Source: an optimization exercise on an open RTL-to-GDS flow (aim: small area and a short achievable clock period). Production flows keep margins and buffers that such runs may drop.
The RTL was checked by simulation tests, not by an equivalence proof against the original design.
Power figures rest on the tool's default switching activity, not on a simulated workload.

==> flow/design.v <==
module rf_nor2  (input logic a, b, output logic y); assign y = ~(a | b); endmodule
module rf_and2  (input logic a, b, output logic y); assign y = a & b; endmodule
module rf_and3  (input logic a, b, c, output logic y); assign y = a & b & c; endmodule
module rf_nand2 (input logic a, b, output logic y); assign y = ~(a & b); endmodule
module rf_nand4 (input logic a, b, c, d, output logic y); assign y = ~(a & b & c & d); endmodule
module rf_aoi22 (input logic a1, a2, b1, b2, output logic y); assign y = ~((a1 & a2) | (b1 & b2)); endmodule
module rf_aoi21 (input logic a1, a2, b1, output logic y); assign y = ~((a1 & a2) | b1); endmodule
module rf_aoi32 (input logic a1, a2, a3, b1, b2, output logic y);
  assign y = ~((a1 & a2 & a3) | (b1 & b2));
endmodule
module rf_or8 (
  input  logic [7:0] s,
  input  logic [7:0] v,
  output logic       z
);
  logic [3:0] p;
  for (genvar k = 0; k < 4; k++) begin : g_p
    assign p[k] = ~((s[2*k] & v[2*k]) | (s[2*k+1] & v[2*k+1]));
  end
  assign z = ~(&p);
endmodule
module rf_or7 (
  input  logic [6:0] s,
  input  logic [6:0] v,
  output logic       z
);
  logic [3:0] p;
  for (genvar k = 0; k < 3; k++) begin : g_p
    assign p[k] = ~((s[2*k] & v[2*k]) | (s[2*k+1] & v[2*k+1]));
  end
  assign p[3] = ~(s[6] & v[6]);
  assign z = ~(&p);
endmodule
module rf_eq2 #(parameter int K = 0) (input logic [1:0] a, output logic y);
  assign y = (a == 2'(K));
endmodule
module rf_eq3 #(parameter int K = 0) (input logic [2:0] a, output logic y);
  assign y = (a == 3'(K));
endmodule
module rf_rdec (
  input  logic [4:0]  addr,
  input  logic [31:0] wr,
  output logic [31:0] dec,
  output logic [31:0] sel
);
  logic [3:0] lo;
  logic [7:0] hi;
  for (genvar j = 0; j < 4; j++) begin : g_lo
    rf_eq2 #(.K(j)) u (.a(addr[1:0]), .y(lo[j]));
  end
  for (genvar j = 0; j < 8; j++) begin : g_hi
    rf_eq3 #(.K(j)) u (.a(addr[4:2]), .y(hi[j]));
  end
  assign dec[0] = 1'b0;
  assign sel[0] = 1'b0;
  for (genvar i = 1; i < 32; i++) begin : g_sel
    rf_and2 ud (.a(lo[i % 4]), .b(hi[i / 4]), .y(dec[i]));
    rf_and3 us (.a(lo[i % 4]), .b(hi[i / 4]), .c(wr[i]), .y(sel[i]));
  end
endmodule
module rf_or31 (
  input  logic [31:1] s,
  input  logic [31:1] v,
  output logic        x1,
  output logic        x2
);
  logic [3:0] z;
  for (genvar k = 0; k < 3; k++) begin : g_z
    rf_or8 u (.s(s[8*k+8:8*k+1]), .v(v[8*k+8:8*k+1]), .z(z[k]));
  end
  rf_or7 u3 (.s(s[31:25]), .v(v[31:25]), .z(z[3]));
  rf_nor2 u1 (.a(z[0]), .b(z[1]), .y(x1));
  rf_nor2 u2 (.a(z[2]), .b(z[3]), .y(x2));
endmodule
module rf_rport (
  input  logic [4:0]        addr,
  input  logic [31:0]       wr,
  input  logic [31:0]       busy,
  input  logic [31:0][31:0] q,       
  input  logic [31:0][4:0]  q1,      
  input  logic              hit,
  input  logic              nhit,
  input  logic [31:0]       nd,      
  output logic [31:0]       data,
  output logic              busy_o
);
  logic [31:0] dec, sel;
  rf_rdec u_dec (.addr(addr), .wr(wr), .dec(dec), .sel(sel));
  for (genvar b = 0; b < 32; b++) begin : g_bit
    logic [31:1] v;
    logic [31:1] s;
    logic        x1, x2;
    for (genvar i = 1; i < 32; i++) begin : g_v
      if (b < 5 && ((i >> b) & 1) == 1) begin : g_one
        assign s[i] = dec[i];
        assign v[i] = q1[i][b];
      end else begin : g_q
        assign s[i] = sel[i];
        assign v[i] = q[i][b];
      end
    end
    rf_or31 u_or (.s(s), .v(v), .x1(x1), .x2(x2));
    rf_aoi32 u_out (.a1(x1), .a2(x2), .a3(nhit), .b1(hit), .b2(nd[b]), .y(data[b]));
  end
  logic bx1, bx2;
  rf_or31 u_bor (.s(dec[31:1]), .v(busy[31:1]), .x1(bx1), .x2(bx2));
  rf_aoi21 u_bout (.a1(bx1), .a2(bx2), .b1(hit), .y(busy_o));
endmodule
module regfile_sb #(
  parameter int XLEN       = 32,
  parameter int NREGS      = 32,
  parameter int AW         = 5,
  parameter int BYPASS     = 1,
  parameter int ZERO_REG   = 1,
  parameter int INIT_INDEX = 1
) (
  input  logic             clk,
  input  logic             rst,
  input  logic             RegWEn,
  input  logic [AW-1:0]    AddrD,
  input  logic [XLEN-1:0]  DataD,
  input  logic [AW-1:0]    AddrA,
  input  logic [AW-1:0]    AddrB,
  output logic [XLEN-1:0]  DataA,
  output logic [XLEN-1:0]  DataB,
  input  logic             issue_en,
  input  logic [AW-1:0]    issue_rd,
  input  logic             flush,
  output logic             busy_a,
  output logic             busy_b,
  output logic [NREGS-1:0] busy_vec
);
  logic        we, iss;
  logic [31:0] w_we, w_set;
  logic [31:0][31:0] r_q;
  logic [31:0] r_wr, r_busy;
  assign we  = RegWEn   && (AddrD    != '0);
  assign iss = issue_en && (issue_rd != '0);
  for (genvar g = 0; g < 32; g++) begin : g_dec
    assign w_we[g]  = we  && (AddrD    == 5'(g));
    assign w_set[g] = iss && (issue_rd == 5'(g));
  end
  assign r_q[0]    = '0;
  assign r_wr[0]   = 1'b0;
  assign r_busy[0] = 1'b0;
  for (genvar g = 1; g < 32; g++) begin : g_reg
    always_ff @(posedge clk) begin
      if (w_we[g]) r_q[g] <= DataD;
    end
    always_ff @(posedge clk or posedge rst) begin
      if (rst) begin
        r_wr[g]   <= 1'b0;
        r_busy[g] <= 1'b0;
      end else begin
        if (w_we[g]) r_wr[g] <= 1'b1;
        if (flush)         r_busy[g] <= 1'b0;
        else if (w_set[g]) r_busy[g] <= 1'b1;
        else if (w_we[g])  r_busy[g] <= 1'b0;
      end
    end
  end
  logic        hit_a, hit_b;
  logic [31:0] nd;
  logic [31:0][4:0] q1;
  for (genvar g = 0; g < 32; g++) begin : g_q1
    assign q1[g] = r_q[g][4:0] | {5{~r_wr[g]}};
  end
  assign hit_a = we && (AddrD == AddrA);
  assign hit_b = we && (AddrD == AddrB);
  assign nd    = ~DataD;
  rf_rport u_pa (.addr(AddrA), .wr(r_wr), .busy(r_busy), .q(r_q), .q1(q1), .hit(hit_a),
                 .nhit(~hit_a), .nd(nd), .data(DataA), .busy_o(busy_a));
  rf_rport u_pb (.addr(AddrB), .wr(r_wr), .busy(r_busy), .q(r_q), .q1(q1), .hit(hit_b),
                 .nhit(~hit_b), .nd(nd), .data(DataB), .busy_o(busy_b));
  assign busy_vec = r_busy;
endmodule
==> flow/config.mk <==
export PLATFORM = sky130hd
export DESIGN_NAME = regfile_sb
export DESIGN_NICKNAME = regfile_sb
export VERILOG_FILES = /design/flow/design.v
export SDC_FILE = /design/flow/constraint.sdc
export NUM_CORES = 4
export LEC_CHECK = 0
export CAP_MARGIN = 20
export CORE_MARGIN = 2
export CORE_UTILIZATION = 55
export CTS_BUF_LIST = sky130_fd_sc_hd__clkbuf_4
export PLACE_DENSITY = 0.65
export SETUP_SLACK_MARGIN = 2.5
export SLEW_MARGIN = 20
export SYNTH_HIERARCHICAL = 1
export SYNTH_MINIMUM_KEEP_SIZE = 0
==> flow/constraint.sdc <==
create_clock -name core_clock -period 7.8 [get_ports {clk}]
set_input_delay 1.5600 -clock core_clock [delete_from_list [all_inputs] [get_ports {clk}]]
set_output_delay 1.5600 -clock core_clock [all_outputs]
set_load 0.01 [all_outputs]
standard.sh (not shown) runs the stock make flow with config.mk's settings and CLKGATE_MAP_FILE= SYNTH_SCRIPT=/design/flow/synth_recipe.tcl, a recipe that flattens the netlist after the stock synthesis.
==> flow/flow/run.sh <==
#!/bin/bash
set -euo pipefail
bash standard.sh "BUFFER_PORTS_ARGS=-buffer_cell sky130_fd_sc_hd__buf_2" finish > standard_finish.log 2>&1
Rerun with:
CTS_CLUSTER_DIAMETER = 30   (was not set)
CTS_CLUSTER_SIZE = 8   (was not set)
PLACE_DENSITY = 0.8   (was 0.65)
SETUP_SLACK_MARGIN = 2.7   (was 2.5)
What happened: The changed run passed the timing, DRC and antenna checks; routed wire length rises by 1.1%; clock-buffer cell count came out lower by 194; worst setup slack loses 0.072 ns; total power drops by 6.4%; sequential power is about the same; area after synthesis is unchanged.
Rerun with:
PLACE_DENSITY = 0.65   (was 0.8)
The new run passed the timing, DRC and antenna checks.
Sequential cell count does not change.
Power grows by 8.0%.
Setup slack gains 0.25 ns.
Via count shrinks by 2.9%.
Wire length grows by 3.9%.
Rerun with:
==> flow/run.sh (new file) <==
#!/bin/bash
# synth_recipe.tcl (not shown) runs the flow's synth.tcl, then flattens the netlist and writes it again
# the make line also repeats each setting of config.mk as NAME=value (left out here)
make -C /OpenROAD-flow-scripts/flow DESIGN_CONFIG=/design/flow/config.mk WORK_HOME=/design/flow/orfs CLKGATE_MAP_FILE= SYNTH_SCRIPT=/design/flow/synth_recipe.tcl finish
CTS_CLUSTER_DIAMETER = not set   (was 30)
CTS_CLUSTER_SIZE = not set   (was 8)
SETUP_SLACK_MARGIN = 2.5   (was 2.7)
removed: flow/flow/run.sh
removed: flow/standard.sh
What happened: Die area is unchanged. Combinational power barely changes. First-iteration DRC count went down by 7.0%. Worst setup slack is worse by 0.36 ns. Utilization went up by 1.0 points. Sequential power barely changes.

re-timing with driven ports:
In the flow no input, the clock included, has a driving cell. The finished layouts below were timed again as built, in two steps.
Step 1: set_driving_cell puts a clkbuf_16 on clk and a buf_2 on each other input, an assumption about the parent block.
Step 2 adds t to the input delays and takes it off the output delays; t is the mean of the earliest and latest rising clock arrival at the registers after step 1. Input paths then give back, and output paths get back, about the clock's delay inside the block.
Three values: ideal, step 1, step 2; two values: the first two.
run	t, ns	setup slack, ns	worst data-port slew with drivers (ns)	cell pins on the clock port's net
the first run	1.175	2.411 / 2.382 / 2.382	0.12	1
the second run	1.167	2.338 / 2.235 / 2.235	0.14	1
the third run	1.149	2.585 / 2.498 / 2.498	0.13	1
the fourth run	1.251	2.224 / 2.198 / 2.198	0.06	1
After both steps every run listed still meets setup and hold. The setup slack of the second run, which loses most, moves by -0.103 ns with the drivers and by -0.103 ns with both steps.
